What follows belongs to an exercise in optimizing a design on an open flow for small area, a short achievable clock period and few clock cycles per item; a production flow would make more cautious choices.
Only simulation tests tie the RTL to the original design; equivalence was not proved.

**flow/run.sh**
```bash
#!/bin/bash
# The standard layout (standard.sh, all ORFS steps) with three changes:
#  - ABC maps the combinational logic with the area-oriented script in
#    flow/abc_speed.script (registers are mapped before ABC, unchanged);
#  - repair_timing aims for 5.5 ns of setup slack (SETUP_SLACK_MARGIN);
#  - ports are buffered with buf_2 instead of the default delay buffer.
# ORFS writes each tool's log under orfs/logs/; make's output goes to
# standard.log.
set -euo pipefail
cp -r "$FLOW_HOME/scripts" myscripts
cp flow/abc_speed.script myscripts/abc_speed.script
bash standard.sh SCRIPTS_DIR="$PWD/myscripts" SETUP_SLACK_MARGIN=5.5 \
    BUFFER_PORTS_ARGS="-buffer_cell sky130_fd_sc_hd__buf_2" finish > standard.log 2>&1
```
**flow/abc_speed.script**
```
&get -n
&st
&dch
&nf -a -R 1000
&put
topo
stime -c
```
**standard.sh**
```bash
#!/bin/bash
# synth_recipe.tcl (not shown) runs the flow's synth.tcl, then flattens the netlist and writes it again
# the make line also repeats each setting of config.mk as NAME=value (left out here)
make -C /OpenROAD-flow-scripts/flow DESIGN_CONFIG=/design/flow/config.mk WORK_HOME=/design/flow/orfs CLKGATE_MAP_FILE= SYNTH_SCRIPT=/design/flow/synth_recipe.tcl "${@:-finish}"
```
**config.mk**
```make
export PLATFORM = sky130hd
export DESIGN_NAME = ascon_hash_top
export DESIGN_NICKNAME = ascon_hash_top
export VERILOG_FILES = /design/flow/design.v
export SDC_FILE = /design/flow/constraint.sdc
export NUM_CORES = 4
export LEC_CHECK = 0
export CAP_MARGIN = 20
export CORE_MARGIN = 2
export CORE_UTILIZATION = 40
export CTS_CLUSTER_DIAMETER = 80
export CTS_CLUSTER_SIZE = 14
export SETUP_SLACK_MARGIN = 5.0
export SLEW_MARGIN = 20
```
**constraint.sdc**
```tcl
create_clock -name core_clock -period 10.0 [get_ports {clk}]
set_input_delay 2.0000 -clock core_clock [delete_from_list [all_inputs] [get_ports {clk}]]
set_output_delay 2.0000 -clock core_clock [all_outputs]
set_load 0.01 [all_outputs]
```
**design.v**
```verilog
`timescale 1ns/10ps
package ascon_pkg;
    typedef logic [63:0] lane_t;
    typedef logic [319:0] state_t;
    localparam int ROUNDS = 12;
    typedef logic [3:0] round_idx_t;
    localparam logic [8*ROUNDS-1:0] ROUND_CONST = {
        8'h4b, 8'h5a, 8'h69, 8'h78,
        8'h87, 8'h96, 8'ha5, 8'hb4,
        8'hc3, 8'hd2, 8'he1, 8'hf0
    };
endpackage
`timescale 1ns/10ps
package hash_pkg;
    localparam int BLOCK_BITS = 64;
    localparam int KEEP_BITS = BLOCK_BITS / 8;
    typedef logic [BLOCK_BITS-1:0] block_t;
    typedef logic [KEEP_BITS-1:0] keep_t;
    localparam logic [63:0] HASH_IV = 64'h0000080100cc0002;
    localparam int DIGEST_WORDS = 4;
    typedef logic [1:0] beat_cnt_t;
endpackage
`timescale 1ns/10ps
module ascon_round (
    input  ascon_pkg::state_t     state_i,
    input  ascon_pkg::round_idx_t round_i,
    output ascon_pkg::state_t     state_o
);
    ascon_pkg::lane_t a0, a1, a2, a3, a4;
    ascon_pkg::lane_t t0, t1, t2, t3, t4;
    function automatic ascon_pkg::lane_t ror(input ascon_pkg::lane_t v, input int n);
        ror = (v >> n) | (v << (64 - n));
    endfunction
    always_comb begin
        a0 = state_i[0 +: 64];
        a1 = state_i[64 +: 64];
        a2 = state_i[128 +: 64] ^ {56'd0, ~round_i, round_i};
        a3 = state_i[192 +: 64];
        a4 = state_i[256 +: 64];
        a0 = a0 ^ a4;
        a4 = a4 ^ a3;
        a2 = a2 ^ a1;
        t0 = ~a0 & a1;
        t1 = ~a1 & a2;
        t2 = ~a2 & a3;
        t3 = ~a3 & a4;
        t4 = ~a4 & a0;
        a0 = a0 ^ t1;
        a1 = a1 ^ t2;
        a2 = a2 ^ t3;
        a3 = a3 ^ t4;
        a4 = a4 ^ t0;
        a1 = a1 ^ a0;
        a0 = a0 ^ a4;
        a3 = a3 ^ a2;
        a2 = ~a2;
        state_o[0 +: 64] = a0 ^ ror(a0, 19) ^ ror(a0, 28);
        state_o[64 +: 64] = a1 ^ ror(a1, 61) ^ ror(a1, 39);
        state_o[128 +: 64] = a2 ^ ror(a2, 1) ^ ror(a2, 6);
        state_o[192 +: 64] = a3 ^ ror(a3, 10) ^ ror(a3, 17);
        state_o[256 +: 64] = a4 ^ ror(a4, 7) ^ ror(a4, 41);
    end
endmodule
`timescale 1ns/10ps
module ascon_permutation #(
    parameter int K  = 2,
    parameter int JW = 3
) (
    input  ascon_pkg::state_t state_i,
    input  logic [JW-1:0]     step_i,
    output ascon_pkg::state_t state_o
);
    logic [320*(K+1)-1:0] chain;
    assign chain[319:0] = state_i;
    for (genvar k = 0; k < K; k++) begin : g_round
        ascon_round u_round (
            .state_i (chain[320*k +: 320]),
            .round_i (ascon_pkg::round_idx_t'({step_i, 1'(k)})),
            .state_o (chain[320*(k+1) +: 320])
        );
    end
    assign state_o = chain[320*K +: 320];
endmodule
`timescale 1ns/10ps
module ascon_padder (
    input  hash_pkg::block_t s_tdata_i,
    input  hash_pkg::keep_t  s_tkeep_i,
    output hash_pkg::block_t blk_o
);
    hash_pkg::keep_t pad_pos;
    assign pad_pos = ~s_tkeep_i & {s_tkeep_i[hash_pkg::KEEP_BITS-2:0], 1'b1};
    always_comb begin
        for (int b = 0; b < hash_pkg::KEEP_BITS; b++) begin
            if (s_tkeep_i[b]) blk_o[8*b +: 8] = s_tdata_i[8*b +: 8];
            else              blk_o[8*b +: 8] = {7'd0, pad_pos[b]};
        end
    end
endmodule
`timescale 1ns/10ps
`timescale 1ns/10ps
module ascon_hash_top (
    input  logic              clk,
    input  logic              rst_i,
    input  logic              start_i,
    output logic              busy_o,
    output logic              done_o,
    input  hash_pkg::block_t  s_tdata_i,
    input  hash_pkg::keep_t   s_tkeep_i,
    input  logic              s_tlast_i,
    input  logic              s_tvalid_i,
    output logic              s_tready_o,
    output hash_pkg::block_t  m_tdata_o,
    output logic              m_tlast_o,
    output logic              m_tvalid_o,
    input  logic              m_tready_i
);
    localparam int K  = 2;
    localparam int P  = 6;
    localparam int JW = 3;
    localparam ascon_pkg::state_t INIT_STATE = 320'hdd78040e4043feae_948dfde831a83e05_2cf6dc20c037822f_7f0feea630079ddc_d0dec9d479f0af4e;
    ascon_pkg::state_t state_q;
    ascon_pkg::state_t rounds;
    hash_pkg::block_t  pad_blk;
    hash_pkg::block_t  absorb_blk;
    logic [JW-1:0]     step_q;
    logic              busy_q;
    logic              need_q;     
    logic              extra_q;    
    logic              outv_q;     
    logic [1:0]        word_q;
    logic              last_step;
    logic              take_beat;
    logic              take_extra;
    logic              advance;
    assign last_step  = (step_q == JW'(P - 1));
    assign s_tready_o = busy_q && need_q && !extra_q && last_step;
    assign take_beat  = s_tready_o && s_tvalid_i;
    assign take_extra = need_q && extra_q && last_step;
    assign advance    = outv_q ? m_tready_i
                               : !(last_step && need_q && !extra_q && !s_tvalid_i);
    assign busy_o     = busy_q;
    assign m_tvalid_o = outv_q;
    assign m_tlast_o  = (word_q == 2'd3);
    assign m_tdata_o  = state_q[63:0];
    assign done_o     = outv_q && m_tready_i && (word_q == 2'd3);
    ascon_padder u_padder (
        .s_tdata_i (s_tdata_i),
        .s_tkeep_i (s_tkeep_i),
        .blk_o     (pad_blk)
    );
    ascon_permutation #(
        .K  (K),
        .JW (JW)
    ) u_permutation (
        .state_i (state_q),
        .step_i  (step_q),
        .state_o (rounds)
    );
    always_comb begin
        absorb_blk = '0;
        if (take_beat) absorb_blk = pad_blk;
        absorb_blk[0] = absorb_blk[0] | take_extra;
    end
    always_ff @(posedge clk) begin
        if (!busy_q) begin
            state_q <= INIT_STATE;
        end else if (advance) begin
            state_q <= {rounds[319:64], rounds[63:0] ^ absorb_blk};
        end
    end
    always_ff @(posedge clk) begin
        if (rst_i) begin
            busy_q  <= 1'b0;
            outv_q  <= 1'b0;
            need_q  <= 1'b0;
            extra_q <= 1'b0;
            word_q  <= 2'd0;
            step_q  <= JW'(P - 1);
        end else if (!busy_q) begin
            busy_q  <= start_i;
            outv_q  <= 1'b0;
            need_q  <= 1'b1;
            extra_q <= 1'b0;
            word_q  <= 2'd0;
            step_q  <= JW'(P - 1);
        end else if (advance) begin
            step_q <= last_step ? '0 : step_q + JW'(1);
            if (outv_q) begin
                outv_q <= 1'b0;
                word_q <= word_q + 2'd1;
                if (word_q == 2'd3) busy_q <= 1'b0;
            end else if (last_step) begin
                if (take_extra) begin
                    extra_q <= 1'b0;
                    need_q  <= 1'b0;
                end else if (take_beat) begin
                    if (s_tlast_i) begin
                        if (&s_tkeep_i) extra_q <= 1'b1;
                        else            need_q  <= 1'b0;
                    end
                end else begin
                    outv_q <= 1'b1;
                end
            end
        end
    end
endmodule
```
==> flow_summary.yaml, run 1 <==
logic_synthesis:
  ys_ff_latch: 329
  synth_fp_nets: 4800
  syn-instance-count: 4465
  syn_avg_cell_area_um2: 8.46
  synth_edf_count: 0
  ys.flop_type: "dfxtp_1"
  yosysTopAreaCell: "xnor2_1"
  synth-seq-area-share: 0.174
  synth_common_cells: "1,516 x xnor2_1, 715 x xor2_1, 351 x nand2_1, 329 x dfxtp_1, 266 x a21oi_1"
  synthArstFlopShare: 0
  synth_top_area_share: 0.351
  synth_most_common_cell: "xnor2_1"
  yosysUniqueCellTypes: 28
  syn_area_um2: 37800
  ys_top_cells_by_area: "xnor2_1 35%, dfxtp_1 17%, xor2_1 17%"
  ys_warn_count: 3
hold_path:
  min_from: "state_q[132]"
  hold_class: "reg2reg"
  hold_path_end: "state_q[132]"
  hold_depth: 2
sta:
  timing.fmax_mhz: 213
  slew_headroom: 0.202
  rsz0062_at_grt: "yes"
  tightest_slew_ns: 1.19
  min_period_ns: 4.70
  setup_viol: 0
  tns_ns: 0
  maxSlewViolCount: 0
  post-route-period-util: 0.470
  fin_worst_skew_ns: 0.0450
  hold_viol_final: 0
setup_path:
  critPathBufInv: 1
  cpPeakStageDelay_ns: 0.71
  regToRegSetupSlack_ns: 5.30
  r2r-end: "state_q[224]"
  startpoint_type: "flop"
  criticalPathCategory: "reg2reg"
  cpMostUsedCell: "xor2_1"
  endpoint_kind: "flop"
  cp.arrival_ns: 5.19
  rr_worst_depth: 12
  worstPathMaxFanout: 4
  crit_family: "XOR/XNOR gates"
  cpMaxStageDelayCell: "xnor2_2"
  cp.required_ns: 10.48
  r2r-start: "state_q[39]"
  critical_path.cell_chain: "xor2_1, xnor2_2, xnor2_4, xnor2_1, xnor2_2, ha_1, xor2_1, buf_4, xor2_1, xor2_1, xnor2_1, a21oi_1"
cts:
  numCtsBuffers: 42
  htreeDepth: 2
  cts.sinks: 329
  clk_latency_ns: 0.68
  max-clock-path-buffers: 3
  hold_buffers: 0
  path_clk_slew_ns: 0.07
  root_buffer: "clkbuf_16"
  cts_tree: "yes"
global_routing:
  gr-total-overflow: 0
  grt_max_degree: 142
  grt_pass1_wl_mm: 314
  grt_usage: 0.491
  grt_pass1_vias: 33100
  grt_antenna_before_repair: 9
detailed_routing:
  met1_length_mm: 91.3
  wirelength_mm: 244
  top_layer_used: "met5"
  num_vias: 36000
  drc: 0
  drtIter0Drc: 5449
  wl_per_cell_um: 39.8
  route.met3.wl_mm: 31.7
  dr.pass1.iters: 9
  ant_nets: 0
  via_per_inst: 5.86
  met2WireLength_mm: 93.3
floorplan:
  core_area_um2: 93500
  die_area_um2: 96900
  start_util: 0.404
  pin_count: 147
  die_w_um: 311
  die_y_um: 311
  fp-row-count: 112
placed_design:
  numPortBuffers: 146
  place_inst: 6028
  dp_hpwl_mm: 207
  gp_congestion: 1.17
finish:
  layout.cells.non_filler: 6137
  drive_above_1_share: 0.194
  area_growth_syn_to_layout_pct: 26.6
  fin_nets: 5184
run_status:
  run_status: "timing/DRC/antenna clean"
job:
  maxCapViolations: 0
-- logic make-up (layout without fill, tap and decap cells) --
group                      after synthesis  in the layout  share of synthesized area
xor gates and xnor gates              2231           2231                      0.517
AOI/OAI and AO/OA                      660            660                     0.0997
and+or+nand+nor                        654            654                     0.0719
DFF                                    329            329                      0.174
adders and majority gates              263            263                     0.0867
buffers and inverters                  259            673                     0.0321
muxes                                   69             69                     0.0183
other                                    0              4                          0
-- metal layers --
metal / global-route usage / up-vias
met1: 0.614 / 17400
met5: 0 / -
met2: 0.668 / 2627
met3: 0.157 / 737
li1: - / 15200
met4: 0.439 / 4
-- registers in the layout, indices dropped and copies added, names as in the netlist --
signal,cells
busy_q,1
step_q,3
need_q,1
state_q,320
extra_q,1
outv_q,1
word_q,2
-- layout by cell type, fill, tap and decap left out, types with 5 or more instances in the layout --
| master | Yosys | layout |
|---|---|---|
| a21oi_1 | 266 | 265 |
| and2_0 | 7 | 6 |
| buf_12 | 0 | 9 |
| buf_2 | 0 | 145 |
| buf_4 | 64 | 247 |
| clkbuf_16 | 0 | 43 |
| clkinv_1 | 195 | 195 |
| dfxtp_1 | 329 | 322 |
| dfxtp_2 | 0 | 6 |
| ha_1 | 257 | 257 |
| inv_6 | 0 | 5 |
| inv_8 | 0 | 9 |
| maj3_1 | 6 | 6 |
| mux2i_1 | 68 | 68 |
| nand2_1 | 351 | 351 |
| nand2b_1 | 25 | 25 |
| nand3_1 | 17 | 17 |
| nor2_1 | 188 | 187 |
| nor2b_1 | 56 | 56 |
| o211ai_1 | 124 | 124 |
| o21ai_0 | 224 | 224 |
| o221ai_1 | 36 | 36 |
| o22ai_1 | 6 | 6 |
| xnor2_1 | 1516 | 1228 |
| xnor2_2 | 0 | 222 |
| xnor2_4 | 0 | 66 |
| xor2_1 | 715 | 543 |
| xor2_2 | 0 | 127 |
| xor2_4 | 0 | 45 |
-- tightest hold or removal path: stages (launching register included) --
cell and delay (ns):
dfxtp_1 0.31, clkinv_1 0.05, a21oi_1 0.05
-- stage by stage --
stage	setup WS, ns	util	hold slack [ns]	instance area, um^2
global route	5.35	0.512	0.502	47800
global placement	3.28	0.448	0.452	41800
detailed placement	4.03	0.450	0.457	42100
finish	5.30	0.512	0.466	47800
floorplan	4.23	-	0.436	37800
CTS	5.31	0.497	0.466	46400
-- how the worst max path moves through the flow --
stage	start	endpoint	slack, ns	cells past startpoint
floorplan	s_tvalid_i	state_q[101]	4.23	4
global placement	state_q[0]	state_q[36]	3.28	14
detailed placement	step_q[2]	state_q[29]	4.03	13
CTS	state_q[39]	state_q[224]	5.31	12
global route	state_q[39]	state_q[224]	5.35	12
finish	state_q[39]	state_q[224]	5.30	12
-- layout make-up --
| class | count | area, um^2 |
|---|---|---|
| fill | 9050 | 45600 |
| inverter | 195 | 732 |
| multi-input combinational | 3877 | 34700 |
| antenna | 4 | 10.0 |
| clock inverter | 26 | 292 |
| clock buffer | 48 | 1100 |
| timing repair buffer | 404 | 2790 |
| sequential | 329 | 6600 |
| tap | 1254 | 1570 |
-- what timing repair did --
action | 4_1_cts | 5_1_grt
setup buffers | 11 | 20
resized for setup | 350 | 138
endpoints found under the setup margin | 267 | 151
pin swaps | 7 | 16
Testbench counts, summed over its fixed seeds: cycles 21,306, bytes 20,059.
==> inputs of run 2 (changes only) <==
--- a/config.mk
+++ b/config.mk
@@ -9,6 +9,6 @@
 export CORE_MARGIN = 2
 export CORE_UTILIZATION = 40
-export CTS_CLUSTER_DIAMETER = 80
-export CTS_CLUSTER_SIZE = 14
+export CTS_CLUSTER_DIAMETER = 110
+export CTS_CLUSTER_SIZE = 20
 export SETUP_SLACK_MARGIN = 5.0
 export SLEW_MARGIN = 20
==> run 2 against run 1 <==
  * Non-clock buffer count is 1 lower
  * Core utilization is 0.32 points lower
  * Still clean
  * Cell count decreased by 0.31%
  * Synthesized cell count unchanged
  * Critical path depth is 2 higher
  * Sequential share of layout area up 0.087 points
  * Register-to-register slack got worse by 0.13 ns
  * Routed wire length hardly changed
  * Critical path type unchanged
  * Worst hold slack improved by 0.0071 ns
  * Largest cell class unchanged
  * Synthesized area is the same
==> flow_summary.yaml, run 2 <==
logic_synthesis:
  syn_area_um2: 37800
  yosysTopAreaCell: "xnor2_1"
  synth_fp_nets: 4800
  synthArstFlopShare: 0
  ys_warn_count: 3
  synth_top_area_share: 0.351
  syn-instance-count: 4465
  synth_edf_count: 0
  synth-seq-area-share: 0.174
  ys_top_cells_by_area: "xnor2_1 35%, dfxtp_1 17%, xor2_1 17%"
  ys_ff_latch: 329
  yosysUniqueCellTypes: 28
  ys.flop_type: "dfxtp_1"
  synth_most_common_cell: "xnor2_1"
  syn_avg_cell_area_um2: 8.46
  synth_common_cells: "1,516 x xnor2_1, 715 x xor2_1, 351 x nand2_1, 329 x dfxtp_1, 266 x a21oi_1"
sta:
  tightest_slew_ns: 1.25
  min_period_ns: 4.83
  maxSlewViolCount: 0
  post-route-period-util: 0.483
  setup_viol: 0
  fin_worst_skew_ns: 0.0361
  rsz0062_at_grt: "yes"
  hold_viol_final: 0
  tns_ns: 0
  timing.fmax_mhz: 207
  slew_headroom: 0.162
global_routing:
  grt_antenna_before_repair: 15
  grt_usage: 0.489
  grt_pass1_vias: 32800
  gr-total-overflow: 0
  grt_pass1_wl_mm: 314
  grt_max_degree: 142
detailed_routing:
  drtIter0Drc: 5618
  ant_nets: 0
  dr.pass1.iters: 6
  wirelength_mm: 245
  num_vias: 36100
  wl_per_cell_um: 40.0
  drc: 0
  via_per_inst: 5.91
cts:
  cts.sinks: 329
  cts_tree: "yes"
  max-clock-path-buffers: 3
  numCtsBuffers: 28
  htreeDepth: 1
  path_clk_slew_ns: 0.09
  clk_latency_ns: 0.66
  root_buffer: "clkbuf_16"
placed_design:
  numPortBuffers: 146
  place_inst: 6028
  gp_congestion: 1.17
  dp_hpwl_mm: 207
hold_path:
  hold_class: "reg2reg"
  min_from: "state_q[132]"
floorplan:
  pin_count: 147
  fp-row-count: 112
  die_w_um: 311
  die_area_um2: 96900
  start_util: 0.404
  die_y_um: 311
  core_area_um2: 93500
finish:
  drive_above_1_share: 0.191
  fin_nets: 5169
  area_growth_syn_to_layout_pct: 25.8
  layout.cells.non_filler: 6118
  layout_common_cells: "1,224 x xnor2_1, 543 x xor2_1, 351 x nand2_1, 322 x dfxtp_1, 265 x a21oi_1"
  final_common_cell: "xnor2_1"
  regMostFlops: "state_q"
  reg_top3: "state_q (320), step_q (3), word_q (2)"
  largest_reg_flops: 320
run_status:
  run_status: "timing/DRC/antenna clean"
setup_path:
  startpoint_type: "flop"
  r2r-start: "state_q[48]"
  cp.required_ns: 10.49
  worstPathMaxFanout: 4
  criticalPathCategory: "reg2reg"
  cp.arrival_ns: 5.32
  endpoint_kind: "flop"
  crit_path_start: "state_q[48]"
job:
  maxCapViolations: 0
[run 2: cell counts after synthesis]
Identical to the previous run, type by type.
[run 2: layout make-up]
cell class / count / area, um^2
antenna: 9 / 22.5
clock inverter: 16 / 203
tap: 1254 / 1570
fill: 9093 / 45900
sequential: 329 / 6600
multi-input combinational: 3877 / 34900
inverter: 195 / 732
timing repair buffer: 403 / 2770
clock buffer: 35 / 778
[run 2: per-layer routing]
layer / up-vias / part of all wire / track usage / routed length, um
met5: - / 0.00017 / 0 / 41
met4: 6 / 0.11 / 0.426 / 27000
met3: 718 / 0.13 / 0.138 / 31000
met2: 2697 / 0.39 / 0.670 / 94400
met1: 17600 / 0.38 / 0.623 / 92000
li1: 15200 / - / - / -
[run 2: repair_timing]
item	4_1_cts	5_1_grt
setup buffers	16	14
setup endpoints to repair	270	146
gates resized for setup	352	151
endpoints found under the hold margin	0	0
pin swaps	9	12
hold buffers	0	0
[run 2: kinds of logic (layout without fill, tap and decap cells)]
| group | Yosys count | in the layout | synth area share |
|---|---|---|---|
| xor gates and xnor gates | 2231 | 2231 | 0.517 |
| AOI/OAI and AO/OA | 660 | 660 | 0.0997 |
| and+or+nand+nor | 654 | 654 | 0.0719 |
| DFF | 329 | 329 | 0.174 |
| adders and majority gates | 263 | 263 | 0.0867 |
| buffers and inverters | 259 | 649 | 0.0321 |
| muxes | 69 | 69 | 0.0183 |
| other | 0 | 9 | 0 |
[run 2: path summary, 6_finish.rpt]
check,endpoint,slack (ns),depth (start not counted)
min reg2reg,state_q[132],0.47,2
max reg2reg,state_q[29],5.17,14
max,state_q[29],5.17,14
min,state_q[132],0.47,2
[run 2: critical path, cell delays in order (launching register included)]
cell	delay, ns
dfxtp_1	0.57
xnor2_1	0.25
nand2_1	0.19
xor2_4	0.26
xnor2_4	0.68
xor2_1	0.16
xnor2_1	0.49
xnor2_1	0.23
nor2_1	0.12
xnor2_2	0.47
xnor2_1	0.18
buf_4	0.26
xnor2_1	0.13
xnor2_1	0.48
o211ai_1	0.17
[run 2: through the flow]
step	hold WS (ns)	setup WS (ns)	utilization	area, um^2
2_1_floorplan	0.436	4.23	-	37800
3_3_place_gp	0.452	3.28	0.448	41800
3_5_place_dp	0.457	4.03	0.450	42100
4_1_cts	0.468	5.35	0.493	46100
5_1_grt	0.504	5.29	0.508	47500
6_report	0.473	5.17	0.509	47500
==> inputs of run 3 (changes only) <==
--- a/config.mk
+++ b/config.mk
@@ -9,6 +9,4 @@
 export CORE_MARGIN = 2
 export CORE_UTILIZATION = 40
-export CTS_CLUSTER_DIAMETER = 110
-export CTS_CLUSTER_SIZE = 20
 export SETUP_SLACK_MARGIN = 5.0
 export SLEW_MARGIN = 20
==> run 3 against run 2 <==
  * Still clean
  * Sequential share of layout area decreased by 0.18 points
  * Clock skew grew 0.0031 ns
  * Fmax up 1.5%
  * Synthesized area is the same
  * Non-clock buffer count grew 8
  * Worst setup slack better by 0.072 ns
  * Register-to-register slack improved by 0.07 ns
  * Cell area is 1.3% higher
  * Critical path depth fell by 1
  * Critical endpoint is now state_q[196]
  * Largest cell class unchanged
==> flow_summary.yaml, run 3 <==
logic_synthesis:
  synth_edf_count: 0
  syn_avg_cell_area_um2: 8.46
  syn_area_um2: 37800
  ys_warn_count: 3
  yosysUniqueCellTypes: 28
  ys_top_cells_by_area: "xnor2_1 35%, dfxtp_1 17%, xor2_1 17%"
  synth_most_common_cell: "xnor2_1"
  synth_top_area_share: 0.351
  synth_common_cells: "1,516 x xnor2_1, 715 x xor2_1, 351 x nand2_1, 329 x dfxtp_1, 266 x a21oi_1"
  ys.flop_type: "dfxtp_1"
  ys_ff_latch: 329
  synth_fp_nets: 4800
  synth-seq-area-share: 0.174
  synthArstFlopShare: 0
  yosysTopAreaCell: "xnor2_1"
  syn-instance-count: 4465
cts:
  max-clock-path-buffers: 3
  clk_latency_ns: 0.68
  cts_tree: "yes"
  cts.sinks: 329
  root_buffer: "clkbuf_16"
  numCtsBuffers: 48
  path_clk_slew_ns: 0.07
  hold_buffers: 0
  htreeDepth: 2
sta:
  rsz0062_at_grt: "yes"
  tightest_slew_ns: 1.26
  setup_viol: 0
  maxSlewViolCount: 0
  timing.fmax_mhz: 210
  tns_ns: 0
  fin_worst_skew_ns: 0.0393
  hold_viol_final: 0
  slew_headroom: 0.157
  min_period_ns: 4.76
  post-route-period-util: 0.476
global_routing:
  grt_usage: 0.491
  gr-total-overflow: 0
  grt_max_degree: 142
  grt_antenna_before_repair: 11
  grt_pass1_wl_mm: 315
  grt_pass1_vias: 33200
setup_path:
  critical_path.cell_chain: "xor2_1, nor2_1, xnor2_4, buf_12, xnor2_2, xnor2_2, xnor2_1, xnor2_1, mux2i_1, xor2_1, xnor2_1, xnor2_1, a21oi_1"
  cpMostUsedCell: "xnor2_1"
  worstPathMaxFanout: 4
  crit_family: "XOR/XNOR gates"
  cpPeakStageDelay_ns: 0.60
  cp.arrival_ns: 5.26
  startpoint_type: "flop"
  criticalPathCategory: "reg2reg"
  critPathBufInv: 1
  cp.required_ns: 10.49
  cpMaxStageDelayCell: "xnor2_1"
  endpoint_kind: "flop"
finish:
  final_common_cell: "xnor2_1"
  stdcell_area_um2: 48200
  layout_common_cells: "1,228 x xnor2_1, 543 x xor2_1, 351 x nand2_1, 321 x dfxtp_1, 265 x a21oi_1"
  largest_reg_flops: 320
  area_growth_syn_to_layout_pct: 27.4
  drive_above_1_share: 0.196
  reg_top3: "state_q (320), step_q (3), word_q (2)"
  regMostFlops: "state_q"
  fin_nets: 5197
hold_path:
  hold_class: "reg2reg"
floorplan:
  die_area_um2: 96900
  pin_count: 147
  die_y_um: 311
  core_area_um2: 93500
  fp-row-count: 112
  start_util: 0.404
  die_w_um: 311
detailed_routing:
  drc: 0
  via_per_inst: 5.88
  num_vias: 36200
  wirelength_mm: 245
  dr.pass1.iters: 5
  ant_nets: 0
  wl_per_cell_um: 39.8
  drtIter0Drc: 5620
placed_design:
  placed_area_um2: 42100
  numPortBuffers: 146
  gp_congestion: 1.17
  dp_hpwl_mm: 207
run_status:
  run_status: "timing/DRC/antenna clean"
job:
  maxCapViolations: 0
[run 3: final timing paths]
path                      from            to  slack [ns]  cells after the start
setup / recovery   state_q[33]  state_q[196]        5.24                     13
hold / removal    state_q[132]  state_q[132]        0.47                      2
setup reg to reg   state_q[33]  state_q[196]        5.24                     13
hold reg to reg   state_q[132]  state_q[132]        0.47                      2
[run 3: stage by stage]
step	hold WS, ns	util	std cells	worst slack (ns)
global placement	0.452	0.448	6025	3.28
floorplan	0.436	-	4465	4.23
finish	0.468	0.515	6154	5.24
CTS	0.464	0.499	6127	5.33
global route	0.500	0.515	6152	5.34
detailed placement	0.457	0.450	6028	4.03
[run 3: layer usage]
metal | global-route usage | wire [um]
met1 | 0.621 | 92100
met2 | 0.673 | 94100
met3 | 0.146 | 31400
met4 | 0.431 | 27500
met5 | 0 | 10
[run 3: kinds of logic after synthesis]
kind of cell / after synthesis / synth area share
compound gates: 660 / 0.0997
mux: 69 / 0.0183
buf+inv: 259 / 0.0321
flops: 329 / 0.174
fa+ha+maj: 263 / 0.0867
xor+xnor: 2231 / 0.517
simple gates: 654 / 0.0719
[run 3: worst register-to-register path, stage by stage (launching register included)]
cell and delay [ns]:
dfxtp_1 0.55, xor2_1 0.33, nor2_1 0.17, xnor2_4 0.19, buf_12 0.17, xnor2_2 0.48
xnor2_2 0.26, xnor2_1 0.19, xnor2_1 0.39, mux2i_1 0.27, xor2_1 0.46, xnor2_1 0.35
xnor2_1 0.60, a21oi_1 0.15
[run 3: area by class of cell]
class                      count  area, um^2
antenna                        2        5.00
multi-input combinational   3877       34700
sequential                   329        6600
clock inverter                17         231
fill                        9048       45300
tap                         1254        1570
timing repair buffer         411        2880
clock buffer                  69        1430
inverter                     195         732
[run 3: what timing repair did]
action | CTS | global route
hold endpoints to repair | 0 | 0
pin swaps | 8 | 16
cloned | 0 | 0
setup endpoints to repair | 268 | 152
gates resized for setup | 342 | 147
buffers inserted | 13 | 25
==> inputs of run 4 (changes only) <==
--- a/flow/run.sh
+++ b/flow/run.sh
@@ -10,4 +10,4 @@
 cp -r "$FLOW_HOME/scripts" myscripts
 cp flow/abc_speed.script myscripts/abc_speed.script
-bash standard.sh SCRIPTS_DIR="$PWD/myscripts" SETUP_SLACK_MARGIN=5.5 \
+bash standard.sh SCRIPTS_DIR="$PWD/myscripts" SETUP_SLACK_MARGIN=5.65 \
     BUFFER_PORTS_ARGS="-buffer_cell sky130_fd_sc_hd__buf_2" finish > standard.log 2>&1
--- a/config.mk
+++ b/config.mk
@@ -9,4 +9,6 @@
 export CORE_MARGIN = 2
 export CORE_UTILIZATION = 40
+export CTS_CLUSTER_DIAMETER = 110
+export CTS_CLUSTER_SIZE = 20
 export SETUP_SLACK_MARGIN = 5.0
 export SLEW_MARGIN = 20
==> run 4 against run 3 <==
  * Sequential cell count stayed put
  * Clock skew is 0.0012 ns higher
  * Fmax is 4.9% higher
  * Sequential share of layout area is 0.38 points lower
  * Cell count is 0.31% higher
  * Worst hold slack better by 0.0087 ns
  * Largest cell class unchanged
  * Highest routed layer unchanged
==> flow_summary.yaml, run 4 <==
placed_design:
  pre_cts_slack_ns: 4.03
  numPortBuffers: 146
  gp_congestion: 1.17
  dp_hpwl_mm: 207
run_status:
  run_status: "timing/DRC/antenna clean"
global_routing:
  grt_pass1_wl_mm: 315
  gr-total-overflow: 0
  grt_usage: 0.490
  grt_pass1_vias: 33000
  grt_max_degree: 142
  grt_antenna_before_repair: 12
setup_path:
  criticalPathCategory: "reg2reg"
  regToRegSetupSlack_ns: 5.46
  worstPathMaxFanout: 4
  startpoint_type: "flop"
  crit_path_start: "state_q[40]"
  cp.arrival_ns: 5.03
  rr_worst_depth: 13
  crit_path_end: "state_q[104]"
  endpoint_kind: "flop"
  r2r-end: "state_q[104]"
  cp.required_ns: 10.49
  r2r-start: "state_q[40]"
hold_path:
  hold_class: "reg2reg"
  hold_depth: 2
sta:
  fin_worst_skew_ns: 0.0405
  rsz0062_at_grt: "yes"
  holdWs_ns: 0.477
  min_period_ns: 4.54
  tns_ns: 0
  hold_viol_final: 0
  tightest_slew_ns: 1.11
  timing.fmax_mhz: 220
  fin_ws_ns: 5.46
  post-route-period-util: 0.454
  maxSlewViolCount: 0
  setup_viol: 0
  slew_headroom: 0.259
cts:
  htreeDepth: 1
  clk_latency_ns: 0.66
  root_buffer: "clkbuf_16"
  path_clk_slew_ns: 0.09
  cts.sinks: 329
  numCtsBuffers: 28
  cts_tree: "yes"
  max-clock-path-buffers: 3
finish:
  final_common_cell: "xnor2_1"
  drive_above_1_share: 0.222
  regMostFlops: "state_q"
  largest_reg_flops: 320
  num-fill-cells: 8897
  fin_nets: 5230
  reg_top3: "state_q (320), step_q (3), word_q (2)"
  area_growth_syn_to_layout_pct: 31.2
  layout_common_cells: "1,161 x xnor2_1, 507 x xor2_1, 351 x nand2_1, 318 x dfxtp_1, 294 x buf_4"
detailed_routing:
  top_layer_used: "met5"
  drtIter0Drc: 5205
  via_per_inst: 5.90
  route.met3.wl_mm: 31.7
  num_vias: 36400
  met2WireLength_mm: 95.0
  wirelength_mm: 246
  wl_per_cell_um: 39.8
  met1_length_mm: 91.3
  ant_nets: 0
  dr.pass1.iters: 6
  drc: 0
logic_synthesis:
  synth_fp_nets: 4800
  syn-instance-count: 4465
  synth_common_cells: "1,516 x xnor2_1, 715 x xor2_1, 351 x nand2_1, 329 x dfxtp_1, 266 x a21oi_1"
  synth_most_common_cell: "xnor2_1"
  ys_top_cells_by_area: "xnor2_1 35%, dfxtp_1 17%, xor2_1 17%"
  yosysTopAreaCell: "xnor2_1"
  synth-seq-area-share: 0.174
  syn_avg_cell_area_um2: 8.46
  synthArstFlopShare: 0
  ys.flop_type: "dfxtp_1"
  ys_ff_latch: 329
  synth_top_area_share: 0.351
  ys_warn_count: 3
  synth_edf_count: 0
  syn_area_um2: 37800
  yosysUniqueCellTypes: 28
floorplan:
  pin_count: 147
  die_y_um: 311
  die_area_um2: 96900
  start_util: 0.404
  die_w_um: 311
  fp-row-count: 112
  core_area_um2: 93500
job:
  maxCapViolations: 0
run 4: how the worst min path moves through the flow:
stage / from / to / slack [ns]
2_1_floorplan: state_q[132] / state_q[132] / 0.44
3_3_place_gp: state_q[132] / state_q[132] / 0.45
3_5_place_dp: state_q[132] / state_q[132] / 0.46
4_1_cts: state_q[132] / state_q[132] / 0.47
5_1_grt: state_q[132] / state_q[132] / 0.50
6_report: state_q[132] / state_q[132] / 0.48
run 4: routing by layer:
layer	track usage	up-vias
met4	0.435	6
li1	-	15200
met1	0.621	17800
met5	0	-
met3	0.142	749
met2	0.671	2641
run 4: logic make-up (layout without fill, tap and decap cells):
| group | after synthesis | count (layout) | share of synthesized area |
|---|---|---|---|
| xor+xnor | 2231 | 2231 | 0.517 |
| compound gates | 660 | 660 | 0.0997 |
| simple gates | 654 | 654 | 0.0719 |
| flops | 329 | 329 | 0.174 |
| fa+ha+maj | 263 | 263 | 0.0867 |
| buf+inv | 259 | 710 | 0.0321 |
| mux | 69 | 69 | 0.0183 |
| other cells | 0 | 3 | 0 |
run 4: stage by stage:
step | area [um^2] | util | instances
global route | 49600 | 0.530 | 6170
global placement | 41800 | 0.448 | 6025
detailed placement | 42100 | 0.450 | 6028
CTS | 47200 | 0.505 | 6114
finish | 49600 | 0.530 | 6173
floorplan | 37800 | - | 4465
run 4: worst max-delay path: stages (launching register included):
cell	delay [ns]
dfxtp_1	0.31
buf_4	0.17
xnor2_1	0.29
xor2_1	0.56
xnor2_1	0.20
buf_4	0.23
xnor2_1	0.16
xnor2_1	0.54
ha_1	0.28
xnor2_1	0.18
xnor2_2	0.63
xnor2_1	0.19
xnor2_1	0.51
a21oi_1	0.13
run 4: area by class of cell:
type | instances | area (um^2) | share of cell area
multi-input cells | 3877 | 36300 | 0.732
flip-flops and latches | 329 | 6610 | 0.133
repair buffers | 464 | 3410 | 0.0688
well taps | 1254 | 1570 | 0.0317
clock buffers | 35 | 778 | 0.0157
inverters | 195 | 732 | 0.0148
clock inverters | 16 | 203 | 0.00409
diodes | 3 | 7.51 | 0.000151
run 4: what timing repair did:
item	4_1_cts	5_1_grt
endpoints found under the setup margin	294	188
gates resized for setup	461	208
hold buffers	0	0
gates cloned	0	0
buffers inserted	35	56
pin swaps	22	41
==> inputs of run 5 (changes only) <==
==> flow/run.sh (replaced) <==
#!/bin/bash
set -euo pipefail
cp -r "$FLOW_HOME/scripts" myscripts
cp flow/abc_speed.script myscripts/abc_speed.script
bash standard.sh SCRIPTS_DIR="$PWD/myscripts" SETUP_SLACK_MARGIN=5.5 \
    BUFFER_PORTS_ARGS="-buffer_cell sky130_fd_sc_hd__buf_2" finish > standard.log 2>&1
--- a/config.mk
+++ b/config.mk
@@ -9,6 +9,6 @@
 export CORE_MARGIN = 2
 export CORE_UTILIZATION = 40
-export CTS_CLUSTER_DIAMETER = 110
-export CTS_CLUSTER_SIZE = 20
+export CTS_CLUSTER_DIAMETER = 80
+export CTS_CLUSTER_SIZE = 14
 export SETUP_SLACK_MARGIN = 5.0
 export SLEW_MARGIN = 20
==> run 5 against run 4 <==
  * Core utilization is 1.9 points lower
  * Cell count is 0.58% lower
  * First-iteration DRC count up 4.7%
  * Cell area decreased by 3.5%
  * Via count is 1.2% lower
  * Synthesized cell count is the same
  * Global-route usage hardly changed
  * Synthesized area did not move
  * Worst setup slack got worse by 0.17 ns
  * Critical path type unchanged
==> flow_summary.yaml, run 5 <==
floorplan:
  fp-row-count: 112
  core_area_um2: 93500
  pin_count: 147
  die_w_um: 311
  start_util: 0.404
  die_y_um: 311
  die_area_um2: 96900
cts:
  cts.sinks: 329
  path_clk_slew_ns: 0.07
  clk_latency_ns: 0.68
  cts_tree: "yes"
  root_buffer: "clkbuf_16"
  max-clock-path-buffers: 3
  htreeDepth: 2
  numCtsBuffers: 42
detailed_routing:
  dr.pass1.iters: 9
  drtIter0Drc: 5449
  ant_nets: 0
  num_vias: 36000
  drc: 0
  via_per_inst: 5.86
  wirelength_mm: 244
  wl_per_cell_um: 39.8
logic_synthesis:
  syn_avg_cell_area_um2: 8.46
  synth_fp_nets: 4800
  ys.flop_type: "dfxtp_1"
  synth_edf_count: 0
  syn-instance-count: 4465
  syn_area_um2: 37800
  synth_top_area_share: 0.351
  yosysUniqueCellTypes: 28
  ys_top_cells_by_area: "xnor2_1 35%, dfxtp_1 17%, xor2_1 17%"
  synth_common_cells: "1,516 x xnor2_1, 715 x xor2_1, 351 x nand2_1, 329 x dfxtp_1, 266 x a21oi_1"
  synth-seq-area-share: 0.174
  ys_warn_count: 3
  yosysTopAreaCell: "xnor2_1"
  ys_ff_latch: 329
  synth_most_common_cell: "xnor2_1"
  synthArstFlopShare: 0
finish:
  largest_reg_flops: 320
  post-route-util: 0.512
  reg_top3: "state_q (320), step_q (3), word_q (2)"
  final_common_cell: "xnor2_1"
  area_growth_syn_to_layout_pct: 26.6
  layout_common_cells: "1,228 x xnor2_1, 543 x xor2_1, 351 x nand2_1, 322 x dfxtp_1, 265 x a21oi_1"
  fin_nets: 5184
  stdcell_area_um2: 47800
  regMostFlops: "state_q"
  drive_above_1_share: 0.194
  num-fill-cells: 9050
sta:
  rsz0062_at_grt: "yes"
  tightest_slew_ns: 1.19
  timing.fmax_mhz: 213
  min_period_ns: 4.70
  fin_ws_ns: 5.30
  hold_viol_final: 0
  maxSlewViolCount: 0
  slew_headroom: 0.202
  fin_worst_skew_ns: 0.0450
  setup_viol: 0
  tns_ns: 0
  post-route-period-util: 0.470
placed_design:
  pre_cts_slack_ns: 4.03
  placed_area_um2: 42100
  gp_congestion: 1.17
  numPortBuffers: 146
  dp_hpwl_mm: 207
global_routing:
  use_met1: 0.614
  grt_usage: 0.491
  gr-total-overflow: 0
  met2_usage: 0.668
  grt_pass1_wl_mm: 314
  grt_util_met3: 0.157
  grt_pass1_vias: 33100
  grt_antenna_before_repair: 9
  grt_max_degree: 142
  top_usage_layer: "met2"
setup_path:
  worstPathMaxFanout: 4
  endpoint_kind: "flop"
  startpoint_type: "flop"
  criticalPathCategory: "reg2reg"
  cp.required_ns: 10.48
  cp.arrival_ns: 5.19
hold_path:
  hold_class: "reg2reg"
run_status:
  run_status: "timing/DRC/antenna clean"
job:
  maxCapViolations: 0
## run 5: what timing repair did
item                                    CTS  global route
setup buffers                            11            20
pin swaps                                 7            16
resized for setup                       350           138
endpoints found under the setup margin  267           151
hold buffers                              0             0
## run 5: area by class of cell
class,instances,area [um^2],share of cell area
clock inverters,26,292,0.00610
inverters,195,732,0.0153
flip-flops and latches,329,6600,0.138
multi-input cells,3877,34700,0.726
well taps,1254,1570,0.0328
repair buffers,404,2790,0.0584
diodes,4,10.0,0.000209
clock buffers,48,1100,0.0231
## run 5: logic make-up after synthesis
family / after synthesis / synth area share
buf+inv: 259 / 0.0321
compound gates: 660 / 0.0997
flops: 329 / 0.174
xor+xnor: 2231 / 0.517
simple gates: 654 / 0.0719
fa+ha+maj: 263 / 0.0867
mux: 69 / 0.0183
## run 5: worst max-delay path: stages (launching register included)
cell and delay, ns:
dfxtp_1 0.56, xor2_1 0.21, xnor2_2 0.71, xnor2_4 0.27
xnor2_1 0.22, xnor2_2 0.42, ha_1 0.33, xor2_1 0.15
buf_4 0.25, xor2_1 0.55, xor2_1 0.17, xnor2_1 0.53
a21oi_1 0.14
## run 5: per-stage QoR
step,hold slack [ns],cells
after global routing,0.502,6133
after detailed placement,0.457,6028
after global placement,0.452,6025
final,0.466,6137
after floorplan,0.436,4465
after CTS,0.466,6113
## run 5: path summary, 6_finish.rpt
kind | startpoint | to | slack (ns) | cells after the start
max | state_q[39] | state_q[224] | 5.30 | 12
min | state_q[132] | state_q[132] | 0.47 | 2
max reg2reg | state_q[39] | state_q[224] | 5.30 | 12
min reg2reg | state_q[132] | state_q[132] | 0.47 | 2
## run 5: routing by layer
metal  routed length [um]  vias to the layer above
met5                   27                        -
li1                     -                    15200
met4                28000                        4
met1                91300                    17400
met3                31700                      737
met2                93300                     2627

==> re-timing with driven ports <==
The results above use ideal ports. As a check the final layouts listed here were re-extracted and re-timed, cells and wires unchanged.
Step 1 (the two cells are an assumption about what drives the block):
set clk [get_ports {clk}]
set_driving_cell -lib_cell sky130_fd_sc_hd__clkbuf_16 $clk
set_driving_cell -lib_cell sky130_fd_sc_hd__buf_2 [delete_from_list [all_inputs] $clk]
Step 2 moves the port delays by t, midway between the first and last clock arrival at a register: inputs arrive t later, outputs are due t later. That takes back most of the time a late clock gives input paths.
a / b / c = ideal / step 1 / step 2; a / b = the first two.
run	shift t [ns]	setup slack, ns	slew at the worst register clock pin (ns)	worst data-port slew with drivers (ns)	cell pins on the clock port's net
run 1	0.734	5.295 / 5.295 / 5.001	0.08 / 0.08	0.09	1
run 2	0.713	5.166 / 5.166 / 5.166	0.10 / 0.10	0.09	1
run 3	0.725	5.238 / 5.238 / 5.189	0.07 / 0.07	0.09	1
run 4	0.726	5.462 / 5.462 / 5.192	0.10 / 0.10	0.09	1
run 5	0.734	5.295 / 5.295 / 5.001	0.08 / 0.08	0.09	1
After both steps setup and hold are still met in every run listed.
